From an optimization exercise on the open Yosys and OpenROAD flow, aimed at small area and a short achievable clock period; shortcuts taken in it are not production practice. Only simulation tests tie the RTL to the original design; equivalence was not proved. Power and IR drop assume default switching activity.

==> flow/design.v <==
`timescale 1ns/1ps
module ex_stage_top (
	input  logic         clk,
	input  logic         rst,           
	input  logic [3:0]   dec_valid,
	input  logic [127:0] dec_pc,
	input  logic [127:0] dec_ins,
	input  logic [127:0] dec_op1,
	input  logic [127:0] dec_op2,
	input  logic [8:0]   dispatch_sel,  
	output logic [3:0]   wb_wen,
	output logic [19:0]  wb_rd,
	output logic [127:0] wb_data,
	output logic [3:0]   jump_en,
	output logic [127:0] jump_addr
);
	logic [3:0] issue;
	always_comb begin
		issue = '0;
		for (int l = 0; l < 3; l++) begin
			if (dispatch_sel[3*l +: 3] != 3'd4) issue[dispatch_sel[3*l +: 2]] = 1'b1;
		end
	end
	for (genvar t = 0; t < 4; t++) begin : g_thread
		ex_thread i_thread (
			.clk       (clk),
			.rst       (rst),
			.issue     (issue[t]),
			.dec_valid (dec_valid[t]),
			.dec_pc    (dec_pc[32*t +: 32]),
			.dec_ins   (dec_ins[32*t +: 32]),
			.dec_op1   (dec_op1[32*t +: 32]),
			.dec_op2   (dec_op2[32*t +: 32]),
			.wb_wen    (wb_wen[t]),
			.wb_rd     (wb_rd[5*t +: 5]),
			.wb_data   (wb_data[32*t +: 32]),
			.jump_en   (jump_en[t]),
			.jump_addr (jump_addr[32*t +: 32])
		);
	end
endmodule
module ex_thread (
	input  logic        clk,
	input  logic        rst,
	input  logic        issue,
	input  logic        dec_valid,
	input  logic [31:0] dec_pc,
	input  logic [31:0] dec_ins,
	input  logic [31:0] dec_op1,
	input  logic [31:0] dec_op2,
	output logic        wb_wen,
	output logic [4:0]  wb_rd,
	output logic [31:0] wb_data,
	output logic        jump_en,
	output logic [31:0] jump_addr
);
	localparam logic [2:0] K_NONE = 3'd0, K_ADD = 3'd1, K_SUB = 3'd2, K_XOR = 3'd3,
		K_OR = 3'd4, K_AND = 3'd5, K_BEQ = 3'd6, K_BNE = 3'd7;
	logic [2:0]       h;
	logic [2:0]       q_v;
	logic [2:0][2:0]  q_k;
	logic [2:0][31:0] q_pc;
	logic [2:0][4:0]  q_rd;   
	logic [2:0][6:0]  q_f7;   
	logic [2:0][4:0]  q_rs1;
	logic [2:0][4:0]  q_rs2;
	logic [2:0][31:0] q_a;
	logic [2:0][31:0] q_b;
	logic        r_wen, r_jen;
	logic [4:0]  r_rd;
	logic [31:0] r_p, r_g;
	logic [31:0] r_val;  
	pg_add i_add (
		.p   (r_p),
		.g   (r_g),
		.s   (r_val)
	);
	assign wb_wen    = r_wen;
	assign wb_rd     = r_rd;
	assign wb_data   = r_val;
	assign jump_en   = r_jen;
	assign jump_addr = r_val;
	logic [2:0]  in_k;
	logic [31:0] in_a, in_b;
	logic [6:0]  opc;
	logic [2:0]  f3;
	logic [6:0]  f7;
	assign opc = dec_ins[6:0];
	assign f3  = dec_ins[14:12];
	assign f7  = dec_ins[31:25];
	always_comb begin
		in_k = K_NONE;
		if (opc == 7'b0110011 && dec_ins[11:7] != 5'd0) begin
			case ({f7, f3})
				{7'h00, 3'b000}: in_k = K_ADD;
				{7'h20, 3'b000}: in_k = K_SUB;
				{7'h00, 3'b100}: in_k = K_XOR;
				{7'h00, 3'b110}: in_k = K_OR;
				{7'h00, 3'b111}: in_k = K_AND;
				default:         in_k = K_NONE;
			endcase
		end else if (opc == 7'b1100011) begin
			if (f3 == 3'b000) in_k = K_BEQ;
			else if (f3 == 3'b001) in_k = K_BNE;
		end
	end
	assign in_a = (r_wen && dec_ins[19:15] == r_rd) ? r_val : dec_op1;
	assign in_b = (r_wen && dec_ins[24:20] == r_rd) ? r_val : dec_op2;
	logic [2:0] m_a, m_b;
	always_comb begin
		for (int i = 0; i < 3; i++) begin
			m_a[i] = r_wen && q_rs1[i] == r_rd;
			m_b[i] = r_wen && q_rs2[i] == r_rd;
		end
	end
	logic        empty;
	logic        e_v;
	logic [2:0]  e_k;
	logic [31:0] e_pc, e_a, e_b;
	logic [4:0]  e_rd;
	logic [6:0]  e_f7;
	logic [2:0]  hk;
	logic [31:0] hpc, ha, hb;
	logic [4:0]  hrd;
	logic [6:0]  hf7;
	logic        hma, hmb;
	always_comb begin
		hk = '0; hpc = '0; hrd = '0; hf7 = '0; ha = '0; hb = '0; hma = 1'b0; hmb = 1'b0;
		for (int i = 0; i < 3; i++) begin
			hk  = hk  | ({3{h[i]}}  & q_k[i]);
			hpc = hpc | ({32{h[i]}} & q_pc[i]);
			hrd = hrd | ({5{h[i]}}  & q_rd[i]);
			hf7 = hf7 | ({7{h[i]}}  & q_f7[i]);
			ha  = ha  | ({32{h[i]}} & q_a[i]);
			hb  = hb  | ({32{h[i]}} & q_b[i]);
			hma = hma | (h[i] & m_a[i]);
			hmb = hmb | (h[i] & m_b[i]);
		end
		empty = q_v == 3'b000;
		if (!empty) begin
			e_k  = hk;
			e_pc = hpc;
			e_rd = hrd;
			e_f7 = hf7;
			e_a  = hma ? r_val : ha;
			e_b  = hmb ? r_val : hb;
		end else begin
			e_k  = in_k;
			e_pc = dec_pc;
			e_rd = dec_ins[11:7];
			e_f7 = f7;
			e_a  = in_a;
			e_b  = in_b;
		end
		e_v = (!empty || dec_valid) && !r_jen;  
	end
	logic [31:0] bx, x, imm;
	logic        is_br, sub, is_as, eq;
	always_comb begin
		sub   = e_k == K_SUB;
		is_as = e_k == K_ADD || e_k == K_SUB;
		is_br = e_k[2] && e_k[1];
		bx    = e_b ^ {32{sub}};
		x     = e_a ^ bx;
		imm   = {{20{e_f7[6]}}, e_rd[0], e_f7[5:0], e_rd[4:1], 1'b0};
	end
	eq32 i_eq (
		.a  (e_a),
		.b  (e_b),
		.eq (eq)
	);
	always_ff @(posedge clk) begin
		r_wen <= rst && issue && e_v && e_k != K_NONE && !is_br;
		r_jen <= rst && issue && e_v && is_br && (eq ^ e_k[0]);
		r_rd  <= e_rd;
		case (e_k)
			K_OR:         r_p <= e_a | e_b;
			K_AND:        r_p <= e_a & e_b;
			K_BEQ, K_BNE: r_p <= e_pc ^ imm;
			default:      r_p <= {x[31:1], x[0] ^ sub};  
		endcase
		r_g <= is_br ? (e_pc & imm) : ({32{is_as}} & {e_a[31:1] & bx[31:1], (e_a[0] & bx[0]) | (x[0] & sub)});
	end
	logic       dup, shift, store, flush;
	logic [2:0] s_v, h_n, tail;
	always_comb begin
		dup = 1'b0;
		for (int i = 0; i < 3; i++) begin
			if (q_v[i] && q_pc[i] == dec_pc) dup = 1'b1;
		end
		shift = issue && !empty;
		s_v   = shift ? (q_v & ~h) : q_v;         
		h_n   = shift ? {h[1:0], h[2]} : h;
		for (int i = 0; i < 3; i++) begin
			tail[i] = (s_v == 3'b000) ? h_n[i] : (!s_v[i] && s_v[(i+2)%3]);
		end
		store = dec_valid && !dup && !(issue && empty);
		flush = !rst || r_jen;
	end
	always_ff @(posedge clk) begin
		h   <= !rst ? 3'b001 : h_n;
		q_v <= flush ? 3'b000 : (s_v | ({3{store}} & tail));
	end
	for (genvar i = 0; i < 3; i++) begin : g_entry
		logic ld, fa, fb, ha_, hb_;
		assign ld  = !s_v[i];
		assign fa  = s_v[i] && m_a[i];
		assign fb  = s_v[i] && m_b[i];
		assign ha_ = s_v[i] && !m_a[i];
		assign hb_ = s_v[i] && !m_b[i];
		always_ff @(posedge clk) begin
			if (ld) begin
				q_k[i]   <= in_k;
				q_pc[i]  <= dec_pc;
				q_rd[i]  <= dec_ins[11:7];
				q_f7[i]  <= f7;
				q_rs1[i] <= dec_ins[19:15];
				q_rs2[i] <= dec_ins[24:20];
			end
			q_a[i] <= ({32{ld}} & in_a) | ({32{fa}} & r_val) | ({32{ha_}} & q_a[i]);
			q_b[i] <= ({32{ld}} & in_b) | ({32{fb}} & r_val) | ({32{hb_}} & q_b[i]);
		end
	end
endmodule
module pg_add (
	input  logic [31:0] p,
	input  logic [31:0] g,
	output logic [31:0] s
);
	logic [31:0] g1, g2, g3, g4, g5;
	logic [31:0] p1, p2, p3, p4;
	assign g1[0] = g[0];
	ks_g  #(.W(1))  i_g1 (.gh(g[1]),     .ph(p[1]),     .gl(g[0]),     .go(g1[1]));
	ks_gp #(.W(30)) i_p1 (.gh(g[31:2]),  .ph(p[31:2]),  .gl(g[30:1]),  .pl(p[30:1]),  .go(g1[31:2]),  .po(p1[31:2]));
	assign g2[1:0] = g1[1:0];
	ks_g  #(.W(2))  i_g2 (.gh(g1[3:2]),  .ph(p1[3:2]),  .gl(g1[1:0]),  .go(g2[3:2]));
	ks_gp #(.W(28)) i_p2 (.gh(g1[31:4]), .ph(p1[31:4]), .gl(g1[29:2]), .pl(p1[29:2]), .go(g2[31:4]),  .po(p2[31:4]));
	assign g3[3:0] = g2[3:0];
	ks_g  #(.W(4))  i_g3 (.gh(g2[7:4]),  .ph(p2[7:4]),  .gl(g2[3:0]),  .go(g3[7:4]));
	ks_gp #(.W(24)) i_p3 (.gh(g2[31:8]), .ph(p2[31:8]), .gl(g2[27:4]), .pl(p2[27:4]), .go(g3[31:8]),  .po(p3[31:8]));
	assign g4[7:0] = g3[7:0];
	ks_g  #(.W(8))  i_g4 (.gh(g3[15:8]), .ph(p3[15:8]), .gl(g3[7:0]),  .go(g4[15:8]));
	ks_gp #(.W(16)) i_p4 (.gh(g3[31:16]), .ph(p3[31:16]), .gl(g3[23:8]), .pl(p3[23:8]), .go(g4[31:16]), .po(p4[31:16]));
	assign g5[15:0] = g4[15:0];
	ks_g  #(.W(16)) i_g5 (.gh(g4[31:16]), .ph(p4[31:16]), .gl(g4[15:0]), .go(g5[31:16]));
	ks_x i_x (.p(p), .c({g5[30:0], 1'b0}), .s(s));
endmodule
module eq32 (
	input  logic [31:0] a,
	input  logic [31:0] b,
	output logic        eq
);
	assign eq = a == b;
endmodule
module ks_g #(
	parameter int W = 1
) (
	input  logic [W-1:0] gh,
	input  logic [W-1:0] ph,
	input  logic [W-1:0] gl,
	output logic [W-1:0] go
);
	assign go = gh | (ph & gl);
endmodule
module ks_gp #(
	parameter int W = 1
) (
	input  logic [W-1:0] gh,
	input  logic [W-1:0] ph,
	input  logic [W-1:0] gl,
	input  logic [W-1:0] pl,
	output logic [W-1:0] go,
	output logic [W-1:0] po
);
	assign go = gh | (ph & gl);
	assign po = ph & pl;
endmodule
module ks_x (
	input  logic [31:0] p,
	input  logic [31:0] c,
	output logic [31:0] s
);
	assign s = p ^ c;
endmodule
Settings: LEC_CHECK=0, CAP_MARGIN=35, CORE_MARGIN=2, CORE_UTILIZATION=30, CTS_BUF_LIST=sky130_fd_sc_hd__clkbuf_16, CTS_CLUSTER_DIAMETER=80, CTS_CLUSTER_SIZE=20, PLACE_DENSITY=0.45, SETUP_SLACK_MARGIN=0.4, SLEW_MARGIN=35, SYNTH_HIERARCHICAL=1; clock period 12.0 ns.
standard.sh (not shown) runs the stock make flow with config.mk's settings and CLKGATE_MAP_FILE= SYNTH_SCRIPT=/design/flow/synth_recipe.tcl, a recipe that flattens the netlist after the stock synthesis.
==> flow/flow/run.sh <==
#!/bin/bash
# Standard synthesis, then the standard flow's own layout with two changes: port buffers
# of a plain buffer cell (not the slow delay buffer buffer_ports picks by
# itself), and timing repair aimed at a tighter setup margin.
set -euo pipefail
bash standard.sh synth > synth.log 2>&1
bash standard.sh finish SETUP_SLACK_MARGIN=7.0 "BUFFER_PORTS_ARGS=-buffer_cell sky130_fd_sc_hd__buf_2" > layout.log 2>&1
Edit:
--- a/flow/design.v
+++ b/flow/design.v
@@ -70,16 +70,18 @@
 	logic [4:0]  r_rd;
 	logic [31:0] r_p, r_g;
 	logic [31:0] r_val;  
+	logic [31:0] r_out;  
 	pg_add i_add (
 		.p   (r_p),
 		.g   (r_g),
-		.s   (r_val)
+		.s   (r_val),
+		.so  (r_out)
 	);
 	assign wb_wen    = r_wen;
 	assign wb_rd     = r_rd;
-	assign wb_data   = r_val;
+	assign wb_data   = r_out;
 	assign jump_en   = r_jen;
-	assign jump_addr = r_val;
+	assign jump_addr = r_out;
 	logic [2:0]  in_k;
 	logic [31:0] in_a, in_b;
 	logic [6:0]  opc;
@@ -225,7 +227,8 @@
 module pg_add (
 	input  logic [31:0] p,
 	input  logic [31:0] g,
-	output logic [31:0] s
+	output logic [31:0] s,
+	output logic [31:0] so   
 );
 	logic [31:0] g1, g2, g3, g4, g5;
 	logic [31:0] p1, p2, p3, p4;
@@ -243,7 +246,8 @@
 	ks_gp #(.W(16)) i_p4 (.gh(g3[31:16]), .ph(p3[31:16]), .gl(g3[23:8]), .pl(p3[23:8]), .go(g4[31:16]), .po(p4[31:16]));
 	assign g5[15:0] = g4[15:0];
 	ks_g  #(.W(16)) i_g5 (.gh(g4[31:16]), .ph(p4[31:16]), .gl(g4[15:0]), .go(g5[31:16]));
-	ks_x i_x (.p(p), .c({g5[30:0], 1'b0}), .s(s));
+	ks_x i_x  (.p(p), .c({g5[30:0], 1'b0}), .s(s));
+	ks_x i_xo (.p(p), .c({g5[30:0], 1'b0}), .s(so));
 endmodule
 module eq32 (
 	input  logic [31:0] a,
=> The changed run completed with no timing, DRC or antenna violations. Core utilization went up by 0.47 points. Die area rises by 1.2%. Total power goes up by 2.4%. Worst setup slack loses 0.020 ns. Maximum frequency falls by about 0.4%. Cell count climbs by about 1.1%. Via count rises by about 0.6%.

-- port drivers added, routing unchanged --
No port has a modelled driver above. Below, the same layouts with a new extraction and two added sets of constraints. Step 1 assumes that a clkbuf_16 drives the clock port and a buf_2 every other input. Step 2 also shifts input and output timing later by t, the mid clock arrival at the registers, as if the neighbouring blocks saw the same clock. Slacks: ideal ports / drivers / drivers and shift; pairs: ideal ports / drivers.
run	t, ns	slack for setup (ns)	clock arrival spread, ns	worst slew at a driven data input, ns
the first run	0.918	6.894 / 6.803 / 6.104	0.087 / 0.087	0.35
the second run	0.953	6.874 / 6.763 / 6.085	0.076 / 0.075	0.27
After both steps setup and hold are still met in every run listed. For the first run, which loses most, drivers alone change the setup slack by -0.091 ns; drivers and shift together by -0.790 ns.
